What follows belongs to an exercise in optimizing a design on an open flow for small area; a production flow would make more cautious choices. Function was checked by simulation only, so behaviour that the tests miss may differ from the original. Power is estimated from default activity; no workload was simulated.

### flow/constraint.sdc
create_clock -name core_clock -period 6.0 [get_ports {i_clk}]
set_input_delay 1.2000 -clock core_clock [delete_from_list [all_inputs] [get_ports {i_clk}]]
set_output_delay 1.2000 -clock core_clock [all_outputs]
set_load 0.01 [all_outputs]
### flow/config.mk
export PLATFORM = sky130hd
export DESIGN_NAME = sliding_window_maximum_core
export DESIGN_NICKNAME = sliding_window_maximum_core
export VERILOG_FILES = /design/flow/design.v
export SDC_FILE = /design/flow/constraint.sdc
export NUM_CORES = 4
export LEC_CHECK = 0
export ABC_AREA = 1
export CAP_MARGIN = 20
export CORE_MARGIN = 2
export CORE_UTILIZATION = 75
export CTS_BUF_LIST = sky130_fd_sc_hd__clkbuf_16
export CTS_CLUSTER_DIAMETER = 80
export CTS_CLUSTER_SIZE = 30
export GPL_TIMING_DRIVEN = 0
export SETUP_SLACK_MARGIN = 0.1
export SLEW_MARGIN = 20
### flow/flow/run.sh
#!/bin/bash
# Own layout flow: the standard flow (standard.sh) with these changes:
#  - clock tree synthesis runs without dummy loads;
#  - the port buffers are the smallest buffer cell.
# Each tool's output goes to the ORFS logs under orfs/logs; make's own output to
# standard.log in this folder.
set -euo pipefail
W=$PWD
rm -rf "$W/scripts_own"
cp -r "$FLOW_HOME/scripts" "$W/scripts_own"
cp "$W/flow/abc_area.script" "$W/scripts_own/abc_area.script"
CTS="-sink_clustering_enable -repair_clock_nets -sink_clustering_size 30 -sink_clustering_max_diameter 80 -buf_list sky130_fd_sc_hd__clkbuf_16 -dont_use_dummy_load"
bash "$W/standard.sh" "SCRIPTS_DIR=$W/scripts_own" "CTS_ARGS=$CTS" \
    "BUFFER_PORTS_ARGS=-buffer_cell sky130_fd_sc_hd__buf_1" finish > "$W/standard.log" 2>&1
### flow/flow/abc_area.script
strash
dc2
dch -f
amap -m -F 20 -A 20
topo
stime -c
upsize -c
dnsize -c
### flow/design.v
package swm_pkg;
    localparam int WINDOW_MAX_DEF   = 64;
    localparam int SAMPLE_WIDTH_DEF = 16;
    localparam int CFG_W            = 7;
    localparam logic [CFG_W-1:0] WINDOW_RESET = CFG_W'(1);
endpackage
module sliding_window_maximum_core #(
    parameter int WINDOW_MAX   = swm_pkg::WINDOW_MAX_DEF,
    parameter int SAMPLE_WIDTH = swm_pkg::SAMPLE_WIDTH_DEF,
    parameter int TDATA_W      = ((SAMPLE_WIDTH + 7) / 8) * 8
) (
    input  logic                      i_clk,
    input  logic                      i_rst_n,
    input  logic                      i_s_tvalid,
    output logic                      o_s_tready,
    input  logic [TDATA_W-1:0]        i_s_tdata,    
    input  logic                      i_s_tuser,    
    output logic                      o_m_tvalid,
    input  logic                      i_m_tready,
    output logic [TDATA_W-1:0]        o_m_tdata,    
    input  logic                      i_cfg_we,
    input  logic [swm_pkg::CFG_W-1:0] i_cfg_wdata
);
    localparam int AGE_W = $clog2(WINDOW_MAX + 1);
    localparam int NS    = 63;                        
    localparam int GRP   = 4;                         
    localparam int NSEG  = 6;
    function automatic int seg_len(input int g);
        case (g)
            0:       seg_len = 28;
            1:       seg_len = 16;
            2:       seg_len = 8;
            3:       seg_len = 4;
            4:       seg_len = 2;
            default: seg_len = 1;
        endcase
    endfunction
    function automatic int seg_base(input int g);
        seg_base = GRP;
        for (int i = 0; i < g; i++) begin
            seg_base = seg_base + seg_len(i);
        end
    endfunction
    logic [AGE_W-1:0]               r_k;            
    logic [AGE_W-1:0]               cfg_k;
    logic [AGE_W-1:0]               r_fill;
    logic [AGE_W-1:0]               n_fill;
    logic [AGE_W-1:0]               fill_base;
    logic [AGE_W-1:0]               win_k;
    logic                           r_out_valid;
    logic [SAMPLE_WIDTH-1:0]        r_out;
    logic                           accept;
    logic                           advance;
    logic                           emit;
    logic [SAMPLE_WIDTH-1:0]        sample;
    logic [SAMPLE_WIDTH-1:0]        r_s  [NS];      
    logic [SAMPLE_WIDTH-1:0]        n_s  [NS];
    logic [SAMPLE_WIDTH-1:0]        r_m;            
    logic [SAMPLE_WIDTH-1:0]        m_prev;         
    logic                           only_x;         
    logic [SAMPLE_WIDTH-1:0]        chain [NSEG+1];  
    logic [NSEG-1:0]                seg_on;         
    logic [NSEG-1:0]                cfg_seg;
    logic [SAMPLE_WIDTH-1:0]        m01;
    logic [SAMPLE_WIDTH-1:0]        m012;
    logic                           c10;            
    logic                           c20;            
    logic                           c21;            
    logic [SAMPLE_WIDTH-1:0]        m_new;          
    logic [SAMPLE_WIDTH-1:0]        m_old;          
    logic                           has_new;
    logic                           has_old;
    logic                           x_gt_new;
    logic                           x_gt_old;
    logic                           new_gt_old;
    logic [SAMPLE_WIDTH-1:0]        result;
    function automatic logic gt_r(input logic [SAMPLE_WIDTH-1:0] a,
                                  input logic [SAMPLE_WIDTH-1:0] b);
        logic c;
        c = 1'b0;
        for (int i = 0; i < SAMPLE_WIDTH; i++) begin
            if (i == SAMPLE_WIDTH - 1) begin
                c = (!a[i] & b[i]) | (c & (!a[i] | b[i]));
            end else begin
                c = (a[i] & !b[i]) | (c & (a[i] | !b[i]));
            end
        end
        gt_r = c;
    endfunction
    function automatic logic gt_s(input logic [SAMPLE_WIDTH-1:0] a,
                                  input logic [SAMPLE_WIDTH-1:0] b);
        logic [SAMPLE_WIDTH-1:0] ua, ub;
        logic c_lo, c_hi, p_hi;
        ua = {!a[SAMPLE_WIDTH-1], a[SAMPLE_WIDTH-2:0]};
        ub = {!b[SAMPLE_WIDTH-1], b[SAMPLE_WIDTH-2:0]};
        c_lo = 1'b0;
        c_hi = 1'b0;
        p_hi = 1'b1;
        for (int i = 0; i < SAMPLE_WIDTH / 2; i++) begin
            c_lo = (ua[i] & !ub[i]) | (c_lo & (ua[i] | !ub[i]));
        end
        for (int i = SAMPLE_WIDTH / 2; i < SAMPLE_WIDTH; i++) begin
            c_hi = (ua[i] & !ub[i]) | (c_hi & (ua[i] | !ub[i]));
            p_hi = p_hi & (ua[i] | !ub[i]);
        end
        gt_s = c_hi | (p_hi & c_lo);
    endfunction
    assign o_s_tready = !r_out_valid || i_m_tready;
    assign accept     = i_s_tvalid && o_s_tready;
    assign advance    = accept && !i_cfg_we;
    assign sample     = i_s_tdata[SAMPLE_WIDTH-1:0];
    function automatic logic [NSEG-1:0] seg_dec(input logic [AGE_W-1:0] k);
        logic [AGE_W-1:0] span;
        logic [NSEG-1:0]  on;
        on = '0;
        if (k >= AGE_W'(GRP + 1)) begin
            span  = k - AGE_W'(GRP + 1);
            on[0] = (span >= AGE_W'(28));
            if (on[0]) begin
                span = span - AGE_W'(28);
            end
            on[1] = span[4];
            on[2] = span[3];
            on[3] = span[2];
            on[4] = span[1];
            on[5] = span[0];
        end
        seg_dec = on;
    endfunction
    always_comb begin
        if (i_cfg_wdata == '0) begin
            cfg_k = AGE_W'(1);
        end else if (32'(i_cfg_wdata) > 32'(WINDOW_MAX)) begin
            cfg_k = AGE_W'(WINDOW_MAX);
        end else begin
            cfg_k = AGE_W'(i_cfg_wdata);
        end
        cfg_seg = seg_dec(cfg_k);
    end
    assign win_k = r_k;
    always_comb begin
        fill_base = i_s_tuser ? '0 : r_fill;
        n_fill    = (32'(fill_base) < 32'(WINDOW_MAX)) ? fill_base + 1'b1 : fill_base;
        emit      = (n_fill >= win_k);
    end
    always_comb begin
        c10  = gt_s(r_s[1], r_s[0]);
        c20  = gt_s(r_s[2], r_s[0]);
        c21  = gt_s(r_s[2], r_s[1]);
        m01  = c10 ? r_s[1] : r_s[0];
        if (c20 && c21) begin
            m012 = r_s[2];
        end else begin
            m012 = m01;
        end
        case (win_k)
            AGE_W'(3): m_prev = r_s[0];
            AGE_W'(4): m_prev = m01;
            default:   m_prev = m012;
        endcase
        only_x = (win_k <= AGE_W'(2));
        m_new  = r_m;
        has_new = (win_k >= AGE_W'(2));
    end
    always_comb begin
        chain[0] = r_s[GRP-1];
        for (int g = 0; g < NSEG; g++) begin
            chain[g+1] = seg_on[g] ? r_s[seg_base(g) + seg_len(g) - 1] : chain[g];
        end
        n_s[0] = sample;
        for (int p = 1; p < GRP; p++) begin
            n_s[p] = r_s[p-1];
        end
        for (int g = 0; g < NSEG; g++) begin
            n_s[seg_base(g)] = chain[g];
            for (int j = 1; j < seg_len(g); j++) begin
                if ((j - 1) % GRP == 0) begin
                    n_s[seg_base(g) + j] = gt_r(r_m, r_s[seg_base(g) + j - 1]) ?
                                           r_m : r_s[seg_base(g) + j - 1];
                end else begin
                    n_s[seg_base(g) + j] = r_s[seg_base(g) + j - 1];
                end
            end
        end
        m_old   = chain[NSEG];
        has_old = (win_k >= AGE_W'(GRP + 1));
    end
    always_comb begin
        x_gt_new   = !has_new || gt_s(sample, m_new);
        x_gt_old   = !has_old || gt_s(sample, m_old);
        new_gt_old = !has_old || gt_s(m_new, m_old);
        if (x_gt_new && x_gt_old) begin
            result = sample;
        end else if (new_gt_old && !x_gt_new) begin
            result = m_new;
        end else begin
            result = m_old;
        end
    end
    always_ff @(posedge i_clk) begin
        if (accept) begin
            for (int p = 0; p < NS; p++) begin
                r_s[p] <= n_s[p];
            end
            r_m <= (only_x || gt_s(sample, m_prev)) ? sample : m_prev;
        end
    end
    always_ff @(posedge i_clk) begin
        if (!i_rst_n) begin
            r_k         <= AGE_W'(swm_pkg::WINDOW_RESET);
            seg_on      <= seg_dec(AGE_W'(swm_pkg::WINDOW_RESET));
            r_fill      <= '0;
            r_out_valid <= 1'b0;
        end else begin
            if (i_cfg_we) begin
                r_k      <= cfg_k;
                seg_on   <= cfg_seg;
                r_fill   <= '0;
            end else if (accept) begin
                r_fill <= n_fill;
            end
            if (advance && emit) begin
                r_out_valid <= 1'b1;
            end else if (i_m_tready) begin
                r_out_valid <= 1'b0;
            end
        end
    end
    always_ff @(posedge i_clk) begin
        if (advance && emit) begin
            r_out <= result;
        end
    end
    assign o_m_tvalid = r_out_valid;
    assign o_m_tdata  = TDATA_W'(r_out);
endmodule
### flow/standard.sh
#!/bin/bash
# synth_recipe.tcl (not shown) runs the flow's synth.tcl, then flattens the netlist and writes it again
# the make line also repeats each setting of config.mk as NAME=value (left out here)
make -C /OpenROAD-flow-scripts/flow DESIGN_CONFIG=/design/flow/config.mk WORK_HOME=/design/flow/orfs CLKGATE_MAP_FILE= SYNTH_SCRIPT=/design/flow/synth_recipe.tcl "${@:-finish}"
==> run notes <==
==> routing by layer <==
metal | wire (um) | vias up | global-route usage [%]
met4 | 2977 | 0 | 10.21
met5 | 0 | - | 0
li1 | - | 10560 | -
met3 | 7659 | 221 | 3.365
met1 | 33380 | 11890 | 44.04
met2 | 42850 | 1556 | 50.43
==> metrics by stage <==
stage	power (mW)	TNS, ns	util [%]	worst slack [ns]	hold WS [ns]
finish	15.77	0	81.96	0.1975	0.3799
global route	16.28	-1.307	81.96	-0.1153	0.3947
CTS	15.62	0	81.02	0.1366	0.3916
detailed placement	12.28	-0.06209	78.92	-0.06209	0.4045
global placement	12.11	-1034.90	78.17	-1.078	0.4002
floorplan	11.38	0	-	0.3086	0.4003
==> repair_timing <==
action,4_1_cts,5_1_grt
setup buffers,0,21
gates resized for setup,3,43
pin swaps,0,20
setup endpoints to repair,22,31
endpoints found under the hold margin,0,0
cloned,0,4
==> layout by cell type (no fill, tap or decap), types with 4 or more instances in the layout <==
cell	count
clkinv_2	12
a21boi_0	5
buf_4	16
o21bai_1	22
edfxtp_1	1040
or2_0	4
nor2b_1	7
o22ai_1	102
dfxtp_1	18
a21oi_1	213
nor2_1	251
o221ai_1	53
a21o_1	25
o221a_1	5
buf_1	46
ha_1	11
nand2_1	225
a221oi_1	18
o21ai_1	21
o21ai_0	192
clkinv_1	115
buf_16	7
o21ai_2	11
o21bai_2	4
inv_2	6
nor3_1	6
a222oi_1	24
o21bai_4	8
o22ai_2	4
o22a_1	8
clkbuf_16	45
a22oi_1	49
buf_12	4
nor2_4	6
a221o_1	6
buf_6	9
o211ai_1	4
a22o_1	84
o21a_1	13
==> worst reg2reg max path, delay by kind of cell (launching register included) <==
family | cells | cell delay [ns]
buffers and inverters | 3 | 0.46
AOI/OAI and AO/OA | 23 | 3.60
and+or+nand+nor | 8 | 0.97
DFF | 1 | 0.48
==> state kept, by name (all words and copies together), names as in the netlist <==
name / cells
r_out_valid: 1
r_k: 7
r_out: 16
r_s: 1008
r_fill: 7
seg_on: 6
r_m: 16
==> kinds of logic (layout without fill, tap and decap cells) <==
family | after synthesis | in the layout | synth area share, %
adders and majority gates | 11 | 11 | 0.3424
DFF | 1061 | 1061 | 78.74
buffers and inverters | 143 | 273 | 1.348
AOI/OAI and AO/OA | 893 | 893 | 14.47
and+or+nand+nor | 516 | 519 | 5.099
==> area by class of cell <==
class / count / area share (%)
flip-flops and latches: 1061 / 73.20
multi-input cells: 1423 / 19.16
clock buffers: 44 / 2.546
well taps: 688 / 1.991
repair buffers: 86 / 1.704
inverters: 143 / 1.400
==> how the worst min path moves through the flow <==
stage / startpoint / to / slack, ns / cells past startpoint
floorplan: r_s[9][0]$_DFFE_PP_ / r_s[10][0]$_DFFE_PP_ / 0.40 / 0
global placement: r_s[19][15]$_DFFE_PP_ / r_s[20][15]$_DFFE_PP_ / 0.40 / 0
detailed placement: r_s[9][13]$_DFFE_PP_ / r_s[10][13]$_DFFE_PP_ / 0.40 / 0
CTS: r_s[18][1]$_DFFE_PP_ / r_s[19][1]$_DFFE_PP_ / 0.39 / 0
global route: r_s[21][0]$_DFFE_PP_ / r_s[22][0]$_DFFE_PP_ / 0.39 / 0
finish: r_s[18][2]$_DFFE_PP_ / r_s[19][2]$_DFFE_PP_ / 0.38 / 0
==> cell usage after synthesis (all sizes together) (8+ instances only) <==
cell / count
o22a: 8
a22oi: 49
nor2: 258
o22ai: 106
a21o: 25
o21ai: 225
edfxtp: 1040
a21oi: 216
o21a: 13
o221ai: 56
dfxtp: 21
ha: 11
nand2: 225
clkinv: 132
a222oi: 24
o21bai: 34
inv: 11
a221oi: 19
a22o: 84
==> where the power goes <==
group          internal, mW  switching [mW]  total, mW
clock                  1.32            2.07       3.39
sequential             9.34           0.457       9.79
combinational         0.850            1.73       2.58
==> flow_metrics.env <==
export IMPL_dieArea_mm2=0.05546
export IMPL_syn_to_final_growth_pct=7.583
export IMPL_clk_latency_ns=0.64
export IMPL_relSlewSlack_pct=31.05
export IMPL_fillers=2483
export IMPL_critical_path_top_delay_family="compound AO/OA/AOI/OAI gates"
export IMPL_synth_top_area_share_pct=77.69
export IMPL_synthArstFlopShare_pct=0
export IMPL_die_w_um=235.5
export IMPL_coreArea_mm2=0.05276
export IMPL_fin_nets=2799
export IMPL_drt_wl_total_mm=86.86
export IMPL_hp_class="reg -> reg"
export IMPL_dp_hpwl_mm=51.63
export IMPL_status="no timing/DRC/antenna violations"
export IMPL_worstMarginPinSlew_ns=1.033
export IMPL_syn_area_mm2=0.04020
export IMPL_crit_end="r_m[14]$_DFFE_PP_"
export IMPL_hold_viol_final=0
export IMPL_cts_tree="yes"
export IMPL_ir_drop_mv=0.2934
export IMPL_cp_num_cells=34
export IMPL_r2r_end="r_m[14]$_DFFE_PP_"
export IMPL_cts_hold_buf=0
export IMPL_period_minus_slack_ns=5.803
export IMPL_synth_edf_count=1040
export IMPL_stdcell_area_mm2=0.04324
export IMPL_rsz0062_at_grt="true"
export IMPL_reg2reg_depth=34
export IMPL_htree_levels=2
export IMPL_required_ns=6.30
export IMPL_gp_congestion=0.8911
export IMPL_synthesis_nets=2664
export IMPL_track_usage_pct=30.62
export IMPL_seq_area_mm2=0.03165
export IMPL_antenna_diode_count=0
export IMPL_rrSetupSlack_ns=0.20
export IMPL_placed_area_mm2=0.04164
export IMPL_synth_top_flop_cell="edfxtp_1"
export IMPL_p_leak_nw=14.60
export IMPL_grt_pass1_vias=22590
export IMPL_end_kind="flip-flop"
export IMPL_boundaryPins=47
export IMPL_antenna_left=0
export IMPL_drcViolationCount=0
export IMPL_max_freq_mhz=172.3
export IMPL_yosysSeqAreaShare_pct=78.74
export IMPL_cts_sinks=1061
export IMPL_fin_cells=3445
export IMPL_antenna_found_initial=1
export IMPL_maxCapViolations=0
export IMPL_grt_pass1_wl_mm=129.9
export IMPL_p_per_area_mw_per_mm2=364.6
export IMPL_rows=84
export IMPL_max_stage_delay_ns=0.53
export IMPL_synth_area_per_cell_um2=15.32
export IMPL_fp_dieH_um=235.5
export IMPL_critPathArrivalTime_ns=6.10
export IMPL_slew_viol_final=0
export IMPL_multi_input_area_mm2=0.008285
export IMPL_worst_path_buf_inv=3
export IMPL_synth_cell_type_count=59
export IMPL_synth_cells=2624
export IMPL_crit_start="r_s[2][1]$_DFFE_PP_"
export IMPL_path_max_fanout=8
export IMPL_layout_drive_gt1_share_pct=6.021
export IMPL_cts_buffers=44
export IMPL_dp_cells=3374
export IMPL_crit_type="reg -> reg"
export IMPL_start_kind="flip-flop"
export IMPL_grt_max_degree=263
export IMPL_drt_first_pass_iters=8
export IMPL_io_buffers=46
export IMPL_fin_skew_ns=0.09837
export IMPL_route_vias_total=24230
export IMPL_setup_viol=0
export IMPL_root_buffer="clkbuf_16"
export IMPL_start_util_pct=76.19
export IMPL_synth_seq_cells=1061
export IMPL_clk_pin_slew_worst_paths_ns=0.11
export IMPL_post_route_period_util_pct=96.71
export IMPL_ys_warnings_count=4
export IMPL_synth_top_area_cell="edfxtp_1"
export IMPL_timing_rr_start="r_s[2][1]$_DFFE_PP_"
export IMPL_cpMaxStageDelayCell="a222oi_1"
export IMPL_wl_per_cell_um=25.21
export IMPL_viasPerCell=7.033
export IMPL_grt_overflow=0
export IMPL_ys_top_cells_by_area="edfxtp_1 78%, a21oi_1 2.7%, o21ai_0 2.5%"
export IMPL_clock_path_buffers=3
export IMPL_drt_iter0_markers=3862

## separate check: timing with driven ports
Ports are ideal in the flow. The routed layout listed here was re-timed in OpenROAD.
Step 1 assumes that a clkbuf_16 drives the clock port and a buf_2 every other input.
Step 2 times the ports against the registers' clock, not the clock port: input delays grow and output delays shrink by t, the midpoint of the rising clock arrivals with the driver on.
a / b / c = ideal / step 1 / step 2; a / b = the first two.
t (ns): 0.652
setup slack, ns: 0.197 / 0.198 / 0.198
worst hold slack (ns): 0.380 / 0.380 / 0.380
slew at the worst register clock pin (ns): 0.11 / 0.11
After both steps setup and hold are still met in this run. The setup slack of this run moves by +0.001 ns with the drivers and by +0.001 ns with both steps.
